From an optimization exercise on the open Yosys and OpenROAD flow, aimed at small area and a short achievable clock period; shortcuts taken in it are not production practice.
The RTL was checked by simulation tests, not by an equivalence proof against the original design.
Power and IR drop assume default switching activity.

==> fjord <==
// spi_ram
module spi_ram #(
  parameter int MEM_DEPTH = 256,
  parameter int ADDR_SIZE = 8,
  parameter int TX_CYCLES = 8
) (
  input  logic       clk,
  input  logic       rst_n,
  input  logic [9:0] din,
  input  logic       rx_valid,
  output logic [7:0] dout,
  output logic       tx_valid,
  output logic       err
);
==> module spi_ram, before the edit <==
module spi_ram #(
  parameter int MEM_DEPTH = 256,
  parameter int ADDR_SIZE = 8,
  parameter int TX_CYCLES = 8
) (
  input  logic       clk,
  input  logic       rst_n,
  input  logic [9:0] din,
  input  logic       rx_valid,
  output logic [7:0] dout,
  output logic       tx_valid,
  output logic       err
);
  localparam int DATA_W = 8;
  localparam int CNT_W  = (TX_CYCLES > 1) ? $clog2(TX_CYCLES) : 1;
  localparam logic [CNT_W-1:0] CNT_LOAD = CNT_W'(TX_CYCLES - 1);
  typedef enum logic {IDLE, SEND} tx_state_t;
  logic [DATA_W-1:0]    mem [MEM_DEPTH];
  logic                 rx_valid_d;
  logic [ADDR_SIZE-1:0] wr_addr, rd_addr;
  logic                 wr_addr_vld, rd_addr_vld;
  tx_state_t            state, state_next;
  logic [CNT_W-1:0]     cnt, cnt_next;
  logic                 tx_next, err_next;
  logic                 accept, wr_ok, rd_ok;
  logic [1:0]           cmd;
  assign accept = rx_valid & ~rx_valid_d;
  assign cmd    = din[9:8];
  assign wr_ok  = accept && (cmd == 2'b01) && wr_addr_vld;
  assign rd_ok  = accept && (cmd == 2'b11) && rd_addr_vld && (state == IDLE);
  always_comb begin
    state_next = state;
    cnt_next   = cnt;
    tx_next    = tx_valid;
    err_next   = 1'b0;
    case (state)
      IDLE: begin
        if (rd_ok) begin
          state_next = SEND;
          cnt_next   = CNT_LOAD;
          tx_next    = 1'b1;
        end
      end
      SEND: begin
        if (cnt == '0) begin
          state_next = IDLE;
          tx_next    = 1'b0;
        end else begin
          cnt_next = cnt - CNT_W'(1);
        end
      end
      default: state_next = IDLE;
    endcase
    if (accept) begin
      if (cmd == 2'b01 && !wr_addr_vld)
        err_next = 1'b1;
      if (cmd == 2'b11 && (!rd_addr_vld || state == SEND))
        err_next = 1'b1;
    end
  end
  always_ff @(posedge clk or negedge rst_n) begin
    if (!rst_n) begin
      rx_valid_d   <= 1'b0;
      state        <= IDLE;
      cnt          <= '0;
      tx_valid     <= 1'b0;
      err          <= 1'b0;
      dout         <= '0;
      wr_addr      <= '0;
      rd_addr      <= '0;
      wr_addr_vld  <= 1'b0;
      rd_addr_vld  <= 1'b0;
    end else begin
      rx_valid_d   <= rx_valid;
      state        <= state_next;
      cnt          <= cnt_next;
      tx_valid     <= tx_next;
      err          <= err_next;
      if (accept && cmd == 2'b00) begin
        wr_addr     <= din[ADDR_SIZE-1:0];
        wr_addr_vld <= 1'b1;
      end
      if (accept && cmd == 2'b10) begin
        rd_addr     <= din[ADDR_SIZE-1:0];
        rd_addr_vld <= 1'b1;
      end
      if (rd_ok)
        dout <= mem[rd_addr];
    end
  end
  always_ff @(posedge clk) begin
    if (wr_ok)
      mem[wr_addr] <= din[DATA_W-1:0];
  end
endmodule
clock: 4.5 ns
lec_check: 0
cap_margin: 20
core_margin: 2
core_utilization: 40
slew_margin: 20
run.sh (not shown) runs the stock make flow with config.mk's settings and CLKGATE_MAP_FILE= SYNTH_SCRIPT=/design/flow/synth_recipe.tcl, a recipe that flattens the netlist after the stock synthesis.
==> inputs of violet, as changes to fjord <==
==> flow/design.v (replaced) <==
module spi_ram #(
  parameter int MEM_DEPTH = 256,
  parameter int ADDR_SIZE = 8,
  parameter int TX_CYCLES = 8
) (
  input  logic       clk,
  input  logic       rst_n,
  input  logic [9:0] din,
  input  logic       rx_valid,
  output logic [7:0] dout,
  output logic       tx_valid,
  output logic       err
);
  localparam int DATA_W = 8;
  localparam int CNT_W  = (TX_CYCLES > 1) ? $clog2(TX_CYCLES) : 1;
  localparam logic [CNT_W-1:0] CNT_LOAD = CNT_W'(TX_CYCLES - 1);
  localparam int NPAIR  = MEM_DEPTH / 2;
  localparam int LO_W   = 4;                        
  localparam int GRP    = 1 << LO_W;                
  localparam int NGRP   = MEM_DEPTH / GRP;          
  logic [DATA_W-1:0]    slot_a [NPAIR];
  logic [DATA_W-1:0]    slot_b [NPAIR];
  logic                 ph;
  logic                 wp;                         
  logic [ADDR_SIZE-1:0] wp_addr;
  logic [DATA_W-1:0]    wp_data;
  logic                 wp_land;                    
  logic [DATA_W-1:0]    rd_stage [NGRP];
  logic                 rd_byp;
  logic                 rx_valid_d;
  logic [ADDR_SIZE-1:0] wr_addr, rd_addr;
  logic                 wr_addr_vld, rd_addr_vld;
  logic [CNT_W-1:0]     cnt;
  logic                 accept, wr_ok, rd_ok, rd_bad, wr_bad;
  logic [1:0]           cmd;
  assign accept = rx_valid & ~rx_valid_d;
  assign cmd    = din[9:8];
  assign wr_ok  = accept && (cmd == 2'b01) && wr_addr_vld;
  assign wr_bad = accept && (cmd == 2'b01) && !wr_addr_vld;
  assign rd_ok  = accept && (cmd == 2'b11) && rd_addr_vld && !tx_valid;
  assign rd_bad = accept && (cmd == 2'b11) && (!rd_addr_vld || tx_valid);
  always_ff @(posedge clk or negedge rst_n) begin
    if (!rst_n) begin
      rx_valid_d   <= 1'b0;
      tx_valid     <= 1'b0;
      err          <= 1'b0;
      dout         <= '0;
      wr_addr_vld  <= 1'b0;
      rd_addr_vld  <= 1'b0;
    end else begin
      rx_valid_d   <= rx_valid;
      err          <= wr_bad | rd_bad;
      if (rd_ok)
        tx_valid <= 1'b1;
      else if (cnt == '0)
        tx_valid <= 1'b0;
      if (accept && cmd == 2'b00)
        wr_addr_vld <= 1'b1;
      if (accept && cmd == 2'b10)
        rd_addr_vld <= 1'b1;
      if (rd_ok)
        dout <= rd_byp ? wp_data : rd_stage[rd_addr[ADDR_SIZE-1:LO_W]];
    end
  end
  always_ff @(posedge clk) begin
    if (accept && cmd == 2'b00)
      wr_addr <= din[ADDR_SIZE-1:0];
    if (accept && cmd == 2'b10)
      rd_addr <= din[ADDR_SIZE-1:0];
    if (rd_ok)
      cnt <= CNT_LOAD;
    else if (cnt != '0)
      cnt <= cnt - CNT_W'(1);
  end
  assign wp_land = wp && (wp_addr[0] != ph);
  always_ff @(posedge clk) begin
    ph <= ~ph;
    wp <= wr_ok | (wp & ~wp_land);
    if (wr_ok) begin
      wp_addr <= wr_addr;
      wp_data <= din[DATA_W-1:0];
    end
    for (int p = 0; p < NPAIR; p++) begin
      slot_b[p] <= slot_a[p];
      slot_a[p] <= (wp_land && wp_addr[ADDR_SIZE-1:1] == (ADDR_SIZE-1)'(p)) ? wp_data : slot_b[p];
    end
  end
  logic [ADDR_SIZE-1:0] rd_pos;
  assign rd_pos = {rd_addr[ADDR_SIZE-1:1], rd_addr[0] ^ ph};
  logic [GRP-1:0] lo_sel;
  always_comb
    for (int j = 0; j < GRP; j++)
      lo_sel[j] = (rd_pos[LO_W-1:0] == LO_W'(j));
  always_ff @(posedge clk) begin
    rd_byp <= wp && (wp_addr == rd_addr);
    for (int g = 0; g < NGRP; g++)
      for (int b = 0; b < DATA_W; b++) begin
        logic acc;
        acc = 1'b1;
        for (int j = 0; j < GRP; j++)
          acc &= (j[0] ? slot_b[g*GRP/2 + j/2][b] : slot_a[g*GRP/2 + j/2][b]) | ~lo_sel[j];
        rd_stage[g][b] <= acc;
      end
  end
endmodule
--- a/flow/config.mk
+++ b/flow/config.mk
@@ -9,3 +9,5 @@
 export CORE_MARGIN = 2
-export CORE_UTILIZATION = 40
+export CORE_UTILIZATION = 55
+export CTS_BUF_LIST = sky130_fd_sc_hd__clkbuf_8
+export SETUP_SLACK_MARGIN = 2.2
 export SLEW_MARGIN = 20
==> inputs of garnet, as changes to fjord <==
==> flow/design.v (replaced) <==
module spi_ram #(
  parameter int MEM_DEPTH = 256,
  parameter int ADDR_SIZE = 8,
  parameter int TX_CYCLES = 8
) (
  input  logic       clk,
  input  logic       rst_n,
  input  logic [9:0] din,
  input  logic       rx_valid,
  output logic [7:0] dout,
  output logic       tx_valid,
  output logic       err
);
  localparam int DATA_W = 8;
  localparam int CNT_W  = (TX_CYCLES > 1) ? $clog2(TX_CYCLES) : 1;
  localparam logic [CNT_W-1:0] CNT_LOAD = CNT_W'(TX_CYCLES - 1);
  localparam int NPAIR  = MEM_DEPTH / 2;
  localparam int LO_W   = 5;                        
  localparam int GRP    = 1 << LO_W;                
  localparam int NGRP   = MEM_DEPTH / GRP;          
  logic [DATA_W-1:0]    slot_a [NPAIR];
  logic [DATA_W-1:0]    slot_b [NPAIR];
  logic [1:0]           ring_cnt;
  logic                 ph;
  logic                 wp, wp_dup;                 
  logic [ADDR_SIZE-1:0] wp_addr;
  logic [DATA_W-1:0]    wp_data;
  logic                 wp_land, wp_land_dup;       
  logic [DATA_W-1:0]    wp_ins;                     
  logic [NPAIR-1:0]     land_sel, land_seln;
  logic [DATA_W-1:0]    rd_stage [NGRP];
  logic                 rd_byp, rd_pol;
  logic                 rx_valid_d;
  logic [ADDR_SIZE-1:0] wr_addr, rd_addr;
  logic                 wr_addr_vld, rd_addr_vld;
  logic [CNT_W-1:0]     cnt;
  logic                 accept, wr_ok, rd_ok, rd_bad, wr_bad;
  logic [1:0]           cmd;
  assign accept = rx_valid & ~rx_valid_d;
  assign cmd    = din[9:8];
  assign wr_ok  = accept && (cmd == 2'b01) && wr_addr_vld;
  assign wr_bad = accept && (cmd == 2'b01) && !wr_addr_vld;
  assign rd_ok  = accept && (cmd == 2'b11) && rd_addr_vld && !tx_valid;
  assign rd_bad = accept && (cmd == 2'b11) && (!rd_addr_vld || tx_valid);
  always_ff @(posedge clk or negedge rst_n) begin
    if (!rst_n) begin
      rx_valid_d   <= 1'b0;
      tx_valid     <= 1'b0;
      err          <= 1'b0;
      dout         <= '0;
      wr_addr_vld  <= 1'b0;
      rd_addr_vld  <= 1'b0;
    end else begin
      rx_valid_d   <= rx_valid;
      err          <= wr_bad | rd_bad;
      if (rd_ok)
        tx_valid <= 1'b1;
      else if (cnt == '0)
        tx_valid <= 1'b0;
      if (accept && cmd == 2'b00)
        wr_addr_vld <= 1'b1;
      if (accept && cmd == 2'b10)
        rd_addr_vld <= 1'b1;
      if (rd_ok)
        dout <= rd_byp ? wp_data : (rd_stage[rd_addr[ADDR_SIZE-1:LO_W]] ^ {DATA_W{rd_pol}});
    end
  end
  always_ff @(posedge clk) begin
    if (accept && cmd == 2'b00)
      wr_addr <= din[ADDR_SIZE-1:0];
    if (accept && cmd == 2'b10)
      rd_addr <= din[ADDR_SIZE-1:0];
    if (rd_ok)
      cnt <= CNT_LOAD;
    else if (cnt != '0)
      cnt <= cnt - CNT_W'(1);
  end
  assign ph          = ring_cnt[0];
  assign wp_land     = wp && (wp_addr[0] != ph);
  assign wp_land_dup = wp_dup && (wp_addr[0] != ph);
  assign wp_ins      = ~wp_data ^ {DATA_W{ring_cnt[1] ^ ring_cnt[0] ^ wp_addr[0]}};
  always_comb
    for (int p = 0; p < NPAIR; p++) begin
      land_sel[p]  =   wp_land     && wp_addr[ADDR_SIZE-1:1] == (ADDR_SIZE-1)'(p);
      land_seln[p] = !(wp_land_dup && wp_addr[ADDR_SIZE-1:1] == (ADDR_SIZE-1)'(p));
    end
  always_ff @(posedge clk) begin
    ring_cnt <= ring_cnt + 2'd1;
    wp       <= wr_ok | (wp & ~wp_land);
    wp_dup   <= wr_ok | (wp_dup & ~wp_land_dup);
    if (wr_ok) begin
      wp_addr <= wr_addr;
      wp_data <= din[DATA_W-1:0];
    end
    for (int p = 0; p < NPAIR; p++) begin
      slot_b[p] <= slot_a[p];
      for (int b = 0; b < DATA_W; b++)
        slot_a[p][b] <= ~((slot_b[p][b] | land_sel[p]) & (land_seln[p] | wp_ins[b]));
    end
  end
  logic [ADDR_SIZE-1:0] rd_pos;
  assign rd_pos = {rd_addr[ADDR_SIZE-1:1], rd_addr[0] ^ ph};
  logic [GRP-1:0] lo_sel;
  always_comb
    for (int j = 0; j < GRP; j++)
      lo_sel[j] = (rd_pos[LO_W-1:0] == LO_W'(j));
  always_ff @(posedge clk) begin
    rd_byp <= wp && (wp_addr == rd_addr);
    rd_pol <= ring_cnt[1] ^ (rd_addr[0] & ring_cnt[0]);
    for (int g = 0; g < NGRP; g++)
      for (int b = 0; b < DATA_W; b++) begin
        logic acc;
        acc = 1'b1;
        for (int j = 0; j < GRP; j++)
          acc &= (j[0] ? slot_b[g*GRP/2 + j/2][b] : slot_a[g*GRP/2 + j/2][b]) | ~lo_sel[j];
        rd_stage[g][b] <= acc;
      end
  end
endmodule
--- a/flow/config.mk
+++ b/flow/config.mk
@@ -10,2 +10,6 @@
 export CORE_UTILIZATION = 40
+export CTS_CLUSTER_DIAMETER = 60
+export CTS_CLUSTER_SIZE = 24
+export SETUP_SLACK_MARGIN = 2.2
 export SLEW_MARGIN = 20
+export TNS_END_PERCENT = 0
==> comparison <==
The lowest first-iteration DRC count belongs to fjord, the highest to garnet. The lowest hold slack belongs to fjord, the highest to garnet. Routed wire length: fjord < violet < garnet. The highest die area belongs to fjord, the lowest to violet. The highest power belongs to fjord, the lowest to garnet. Between garnet and fjord, the lower synthesized area is in garnet (gap about 22%, measured against fjord). Between violet and garnet, the lower fmax is in garnet (gap about 9%, measured against garnet). The highest via count belongs to garnet, the lowest to fjord. Of garnet and fjord, garnet has the higher clock skew (gap 0.010 ns). The highest non-clock buffer count belongs to violet, the lowest to garnet.
==> figures <==
|  | garnet | violet | fjord |
|---|---|---|---|
| Result of the run | no timing/DRC/antenna violations | no timing/DRC/antenna violations | no timing/DRC/antenna violations |
| HPWL after DPL | 170100 microns | 158600 microns | 134900 microns |
| Area post-placement | 0.06750 sq mm | 0.07656 sq mm | 0.08706 sq mm |
| NetSw | 7568 uW | 8883 uW | 11850 uW |
| Bufs on Longest Clock Path | 3 | 4 | 3 |
| Clock Network Area Fraction | 0.05206 | 0.07881 | 0.07158 |
| Area fraction of the dominant cell type after synthesis | 0.6664 | 0.5890 | 0.7574 |
| Via count normalized by instance count | 7.133 | 6.551 | 5.722 |
| Worst Hold Class | reg2reg | in2async | in2async |
| Non-clk invs | 10 | 22 | 6 |
| Clock buffer count from CTS | 118 | 366 | 206 |
| Power consumed by combinational cells | 754 uW | 1150 uW | 6730 uW |
| Overall die area | 0.1625 sq mm | 0.1378 sq mm | 0.2066 sq mm |
| CTS clock-pin slew for the worst setup and hold paths | 0.10 ns | 0.07 ns | 0.07 ns |
| Pin count of the biggest net entering global routing | 81 | 130 | 122 |
| Routability congestion estimate from global placement | 0.9727 | 0.9262 | 0.8656 |
| Reported leakage power | 0.02844 uW | 0.03795 uW | 0.03019 uW |
| Routed length on met1 | 107700 microns | 118000 microns | 89260 microns |
| Clock network fraction of total power | 0.382 | 0.450 | 0.374 |
| Share of synthesized area spent on multiplexers | 0.004811 | 0.1997 | 0.1436 |
| Endpoint of the lowest-slack register-to-register path | slot_a[127][7] | slot_a[18][6] | dout[4] |
| Post-synthesis average cell area | 11.34 sq um | 12.18 sq um | 20.31 sq um |

==> afterwards: timing with drivers on the ports <==
No port has a modelled driver above. Below, the same layouts with a new extraction and two added sets of constraints. Step 1 assumes that a clkbuf_16 drives the clock port and a buf_2 every other input. Step 2, shift: input delay + t, output delay - t, t = (earliest + latest rising clock arrival at the registers) / 2. This alone moves slack from input paths to output paths. Three values: ideal, step 1, step 2; two values: the first two.
run | shift t [ns] | setup WS [ns] | worst setup path after step 2
fjord | 0.922 | 0.542 / 0.542 / 0.542 | register to register
violet | 1.107 | 1.985 / 1.902 / 1.610 | input to register
garnet | 0.868 | 1.757 / 1.757 / 1.337 | input to register
After both steps setup and hold are still met in every run listed. For garnet, which loses most, drivers alone change the setup slack by 0.000 ns; drivers and shift together by -0.420 ns.
